What follows belongs to an exercise in optimizing a design on an open flow for small area, a short achievable clock period and few clock cycles per item; a production flow would make more cautious choices. RTL that was checked went through simulation tests only; none was proved equivalent to the original. No activity file was given, so power comes from the tool's default toggle rates.

alpha:
// ldl_solve_top
module ldl_solve_top (
    input  logic        clk,
    input  logic        rst,
    input  logic [7:0]  paddr,
    input  logic        psel,
    input  logic        penable,
    input  logic        pwrite,
    input  logic [31:0] pwdata,
    output logic [31:0] prdata,
    output logic        pready,
    output logic        pslverr,
    output logic        done
);
Size: about 2100 cells after synthesis, about 490 flip-flops.
export LEC_CHECK = 0
export CAP_MARGIN = 20
export CORE_MARGIN = 2
export CORE_UTILIZATION = 60
export SETUP_SLACK_MARGIN = 4.3
export SLEW_MARGIN = 20
create_clock -name core_clock -period 7.0 [get_ports {clk}]
run.sh (not shown) runs the stock make flow with config.mk's settings and CLKGATE_MAP_FILE= SYNTH_SCRIPT=/design/flow/synth_recipe.tcl, a recipe that flattens the netlist after the stock synthesis.
alpha finished all stages; the layout is clean.
Setup changes, alpha to epsilon
Settings: swapping 4.3 for 3.8 in SETUP_SLACK_MARGIN.
--- outcome ---
- Summary of epsilon over alpha: via count of the first global-routing pass shrank by about 4.6%; netlist area before placement held steady; number of nets in the layout shrank by 159; via count shrank by 1725; fmax grew by about 5%.
- epsilon vs. alpha: non-clock buffer area fraction after layout moved down; static leakage power moved down.
- Lower post-place instance area was reported by epsilon, not alpha.
- alpha → epsilon: number of CTS-inserted buffers rose 2; routed wire length fell 11%.
- Uppermost metal layer occupied by signal nets: met5 -> epsilon, met4 -> alpha
No functional check of the RTL was part of any run of this note.

========
Setup of raven:
Another version of the RTL of ldl_solve_top (not shown whole).
For scale: about 2,000 cells after synthesis, ~520 flip-flops, ~26,000 um2 of cells after synthesis.
make LEC_CHECK=0 CAP_MARGIN=20 CORE_MARGIN=2 CORE_UTILIZATION=50 CTS_CLUSTER_DIAMETER=80 CTS_CLUSTER_SIZE=30 SETUP_SLACK_MARGIN=4.0 SLEW_MARGIN=20 TNS_END_PERCENT=10 finish   # period 7.0 ns
raven reached the final stage; the timing, design-rule and antenna checks on its layout passed.
Testbench counts of raven, summed over its fixed seeds: cycles 2,784, solves 72.
diff inputs: raven => xenon
-- flow/config.mk --
<<< raven, line 10
export CORE_UTILIZATION = 50
>>> xenon, line 10
export CORE_UTILIZATION = 60
<<< raven, line 15
export TNS_END_PERCENT = 10
>>> xenon, line 15
export TNS_END_PERCENT = 20
==> results.txt <==
- A first element of the critical path of paddr[3] is what raven shows, while lo_q[5] belongs to xenon.
- Relative to raven, number of detailed-route iterations in the first pass decreased by 2 in xenon.
- Area of the core, raven and xenon: larger value in raven
- Relative to raven, wire length of the first global-routing pass decreased by 4.2% in xenon.
- The switching power share of the total of raven and that of xenon are within noise of each other.
- Between raven and xenon, final cell area excluding filler cells is higher for raven, xenon comes in under that.
### xenon -> garnet
-- flow/config.mk --
<<< xenon, line 15
export TNS_END_PERCENT = 20
>>> garnet, line 15
[summary]
garnet gives less part of the total power dissipated in the clock network than xenon did.
Diff xenon -> garnet: fmax shows an increase of 2.4%, worst-case headroom to the max-slew limit picked up an extra 2.9 points.
Minimum period implied by the final worst setup slack for garnet is lower than for xenon.
Per the comparison of garnet with xenon, number of standard cells in the final layout excluding fillers picked up an extra 29; period utilization shows a reduction of 1.1 points.
For sierra, these inputs were changed with respect to garnet:
-- flow/config.mk --
<<< garnet, line 15
>>> sierra, line 15
export TNS_END_PERCENT = 3
[summary]
- Going from garnet to sierra, total met2 wirelength after detailed routing shrinks by 1.8%.
- Measured against each other, garnet and sierra differ in number of antenna violations at the first check in global routing, the higher figure coming from garnet.
- Compared with garnet, sierra shows a lower maximum frequency.
- [compare] base=garnet new=sierra: clock transition at the registers of the reported paths barely changed, all-layer global routing usage down 0.24 points.
- Per the comparison of sierra with garnet, non-clock buffer count shows a reduction of 34, fraction of power consumed by the clock network up 1.5 points.
- sierra reports its termination of the worst setup path as lo_q[6] while garnet reports hi_q[15].
- sierra vs garnet: cell count down

========
Another version of the RTL of ldl_solve_top (not shown whole).
Size: about 2800 cells after synthesis, ~80 I/O pins, roughly 0.027 sq mm of cells after synthesis.
export LEC_CHECK = 0
export ABC_AREA = 1
export CAP_MARGIN = 20
export CORE_MARGIN = 2
export CORE_UTILIZATION = 60
export SETUP_SLACK_MARGIN = 4.0
export SLEW_MARGIN = 20
create_clock -name core_clock -period 7.0 [get_ports {clk}]
The baseline passed the timing, design-rule and antenna checks.
Testbench counts at the start, summed over its fixed seeds: cycles 2,784, solves 72.
Then changed:
--- a/flow/config.mk
+++ b/flow/config.mk
@@ -7,3 +7,2 @@
 export LEC_CHECK = 0
-export ABC_AREA = 1
 export CAP_MARGIN = 20
@@ -11,3 +10,5 @@
 export CORE_UTILIZATION = 60
-export SETUP_SLACK_MARGIN = 4.0
+export CTS_CLUSTER_DIAMETER = 80
+export CTS_CLUSTER_SIZE = 30
+export SETUP_SLACK_MARGIN = 4.2
 export SLEW_MARGIN = 20
The new run passed the timing, design-rule and antenna checks.
Global-route usage is lower by 2.2 points.
Total power is lower by a few percent.
Non-clock buffer count is higher by 126.
Sequential share of layout area is lower by 0.75 points.
Via count is lower by roughly a tenth.
Then changed:
--- a/flow/config.mk
+++ b/flow/config.mk
@@ -9,6 +9,4 @@
 export CORE_MARGIN = 2
-export CORE_UTILIZATION = 60
-export CTS_CLUSTER_DIAMETER = 80
-export CTS_CLUSTER_SIZE = 30
-export SETUP_SLACK_MARGIN = 4.2
+export CORE_UTILIZATION = 70
+export SETUP_SLACK_MARGIN = 3.6
 export SLEW_MARGIN = 20
After rerunning: The new run finished with timing, DRC and antenna clean; synthesized area stays the same; worst setup slack degrades by 250 ps; hold slack is about the same; synthesized cell count stays the same; fmax falls by 7.4%.
Then changed:
--- a/flow/config.mk
+++ b/flow/config.mk
@@ -9,4 +9,6 @@
 export CORE_MARGIN = 2
-export CORE_UTILIZATION = 70
-export SETUP_SLACK_MARGIN = 3.6
+export CORE_UTILIZATION = 60
+export CTS_CLUSTER_DIAMETER = 80
+export CTS_CLUSTER_SIZE = 30
+export SETUP_SLACK_MARGIN = 4.0
 export SLEW_MARGIN = 20
=> The new run went through all stages and came out clean; routed wire length goes up by 7.4%; clock-buffer cell count goes down by 30; sequential cell count stays the same; fmax goes up by 7.4%; final cell count goes up by 4.2%; die area goes up by 16%; non-clock buffer count goes up by 81.
Then changed:
--- a/flow/config.mk
+++ b/flow/config.mk
@@ -10,4 +10,2 @@
 export CORE_UTILIZATION = 60
-export CTS_CLUSTER_DIAMETER = 80
-export CTS_CLUSTER_SIZE = 30
 export SETUP_SLACK_MARGIN = 4.0
=>
- maximum frequency is higher by 1.0%
- worst setup slack improved by 32 ps
- design area came out higher by 2.5%
- area after synthesis stays the same
- total power rises by 13%
- routed wire length hardly moves
- clock-buffer cell count goes up by 39
- hold slack loses 9.5 ps
- clock power goes up by 52%
- combinational power stays flat
- clock skew hardly moves

========
RTL: one of the versions met above, not the one the previous note started from.
For scale: roughly 2000 cells after synthesis, roughly 520 flip-flops, ~26000 um^2 of cells after synthesis.
Settings: LEC_CHECK=0, CAP_MARGIN=20, CORE_MARGIN=2, CORE_UTILIZATION=60, CTS_CLUSTER_DIAMETER=80, CTS_CLUSTER_SIZE=30, SETUP_SLACK_MARGIN=4.3, SLEW_MARGIN=20, TNS_END_PERCENT=10; clock period 7.0 ns.
Testbench counts at the start, summed over its fixed seeds: cycles 2,784, solves 72.
Next try:
- SETUP_SLACK_MARGIN: 4.3 -> 3.8
Power stays flat.
Utilization came out lower by 2.0 points.
Register-to-register slack loses 100 ps.
First-iteration DRC count increases by about 4.6%.
Final cell count falls by 1.9%.
Combinational power falls by about 9%.
Critical path depth went down by 9.

========
Another version of the RTL of ldl_solve_top (not shown whole).
For scale: about 2,000 cells after synthesis, roughly 480 flip-flops, ~0.024 mm² of cells after synthesis.
==> flow/config.mk <==
export PLATFORM = sky130hd
export DESIGN_NAME = ldl_solve_top
export DESIGN_NICKNAME = ldl_solve_top
export VERILOG_FILES = /design/flow/design.v
export SDC_FILE = /design/flow/constraint.sdc
export NUM_CORES = 4
export LEC_CHECK = 0
export CAP_MARGIN = 20
export CORE_MARGIN = 2
export CORE_UTILIZATION = 60
export SETUP_SLACK_MARGIN = 3.6
export SLEW_MARGIN = 20
==> flow/constraint.sdc <==
create_clock -name core_clock -period 7.0 [get_ports {clk}]
set_input_delay 1.4000 -clock core_clock [delete_from_list [all_inputs] [get_ports {clk}]]
set_output_delay 1.4000 -clock core_clock [all_outputs]
set_load 0.01 [all_outputs]
Testbench counts at the start, summed over its fixed seeds: cycles 2,856, solves 72.
Rerun with:
- CORE_UTILIZATION: 60 -> 40
- SETUP_SLACK_MARGIN: 3.6 -> unset
Effect: The new run produced a clean layout. Design area went down by 7.4%. Total power went up by 2.6%. Clock skew went down by 0.0040 ns. Hold slack is better by 0.0083 ns. Worst setup slack is worse by 0.90 ns. Non-clock buffer count went down by 134. Via count went down by 6.3%. Global-route usage went down by 15 points.

========
02-02:
Another version of the RTL of ldl_solve_top (not shown whole).
Size in the first run: ~510 flip-flops, about 80 I/O pins, about 0.026 mm² of cells after synthesis.
// ldl_solve_top
module ldl_solve_top (
    input  logic        clk,
    input  logic        rst,
    input  logic [7:0]  paddr,
    input  logic        psel,
    input  logic        penable,
    input  logic        pwrite,
    input  logic [31:0] pwdata,
    output logic [31:0] prdata,
    output logic        pready,
    output logic        pslverr,
    output logic        done
);
make LEC_CHECK=0 CAP_MARGIN=20 CORE_MARGIN=2 CORE_UTILIZATION=60 SETUP_SLACK_MARGIN=4.0 SLEW_MARGIN=20 finish   # period 7.0 ns
02-02: full flow OK, the timing, design-rule and antenna checks passed
Modified inputs, 09-16 compared to 02-02
Settings: CTS_BUF_LIST: unset -> sky130_fd_sc_hd__clkbuf_8.
[summary]
- In the final reports, the cell area of 09-16 is larger than that of 02-02.
- Going from 02-02 to 09-16, net total in the final layout went up 64, final worst-path cycle share went down 0.52 points, portion of total power attributed to combinational logic went up 1.7 points.
Function was not checked in any run of this note: the RTL went through the layout flow alone.

========
ldl_solve_top with an RTL version that a note above also has.
Size in the first run: ~2000 cells after synthesis, ~520 flip-flops, ~26000 um^2 of cells after synthesis.
## ldl_solve_top
module ldl_solve_top (
    input  logic        clk,
    input  logic        rst,
    input  logic [7:0]  paddr,
    input  logic        psel,
    input  logic        penable,
    input  logic        pwrite,
    input  logic [31:0] pwdata,
    output logic [31:0] prdata,
    output logic        pready,
    output logic        pslverr,
    output logic        done
);
clock: 7.0 ns
lec_check: 0
cap_margin: 20
core_margin: 2
core_utilization: 60
cts_cluster_diameter: 80
cts_cluster_size: 30
setup_slack_margin: 4.0
slew_margin: 20
tns_end_percent: 10
Testbench counts at the start, summed over its fixed seeds: cycles 2,784, solves 72.
Then changed:
- CORE_UTILIZATION: 60 -> 66
Power hardly moves.
Synthesized area stays the same.
Routed wire length increases by 1.4%.
Cell count stays flat.
Setup slack improves by 0.0086 ns.
Sequential power is about the same.
Global-route usage climbs by 2.6 points.
Core utilization went up by 6.9 points.
Fmax stays flat.
Combinational power stays flat.
Non-clock buffer count rose by 19.

static timing again, ports no longer ideal:
How much do the figures lean on ideal ports? The routed layouts below were timed once more, with nothing changed but the port constraints.
Step 1 assumes that a clkbuf_16 drives the clock port and a buf_2 every other input.
Step 2, shift: input delay + t, output delay - t, t = (earliest + latest rising clock arrival at the registers) / 2. This alone moves slack from input paths to output paths.
Slacks: ideal ports / drivers / drivers and shift; pairs: ideal ports / drivers.
run	t, ns	slack for setup (ns)	worst setup path after step 2
alpha	0.679	3.392 / 3.392 / 3.380	input to register
epsilon	0.671	3.572 / 3.572 / 3.264	input to register
raven	0.685	3.816 / 3.776 / 3.170	input to register
xenon	0.680	3.809 / 3.751 / 3.238	input to register
garnet	0.661	3.883 / 3.883 / 3.353	input to register
sierra	0.667	3.805 / 3.773 / 3.177	input to register
the first run of note 3	0.693	3.895 / 3.838 / 3.344	input to register
the second run of note 3	0.659	3.862 / 3.807 / 3.490	input to register
the third run of note 3	0.659	3.613 / 3.556 / 3.088	input to register
the fourth run of note 3	0.670	3.845 / 3.782 / 3.431	input to register
the fifth run of note 3	0.674	3.877 / 3.817 / 3.411	input to register
the first run of note 4	0.661	3.942 / 3.942 / 3.443	input to register
the second run of note 4	0.675	3.782 / 3.726 / 3.225	input to register
the first run of note 5	0.648	3.139 / 3.139 / 2.912	input to register
the second run of note 5	0.661	2.243 / 2.263 / 1.602	input to register
02-02	0.674	3.777 / 3.722 / 3.048	input to register
09-16	0.730	3.814 / 3.723 / 2.993	input to register
the first run of note 7	0.674	3.804 / 3.747 / 3.264	input to register
the second run of note 7	0.661	3.813 / 3.761 / 3.181	input to register
After both steps setup and hold are still met in every run listed. The setup slack of 09-16, which loses most, moves by -0.091 ns with the drivers and by -0.821 ns with both steps.
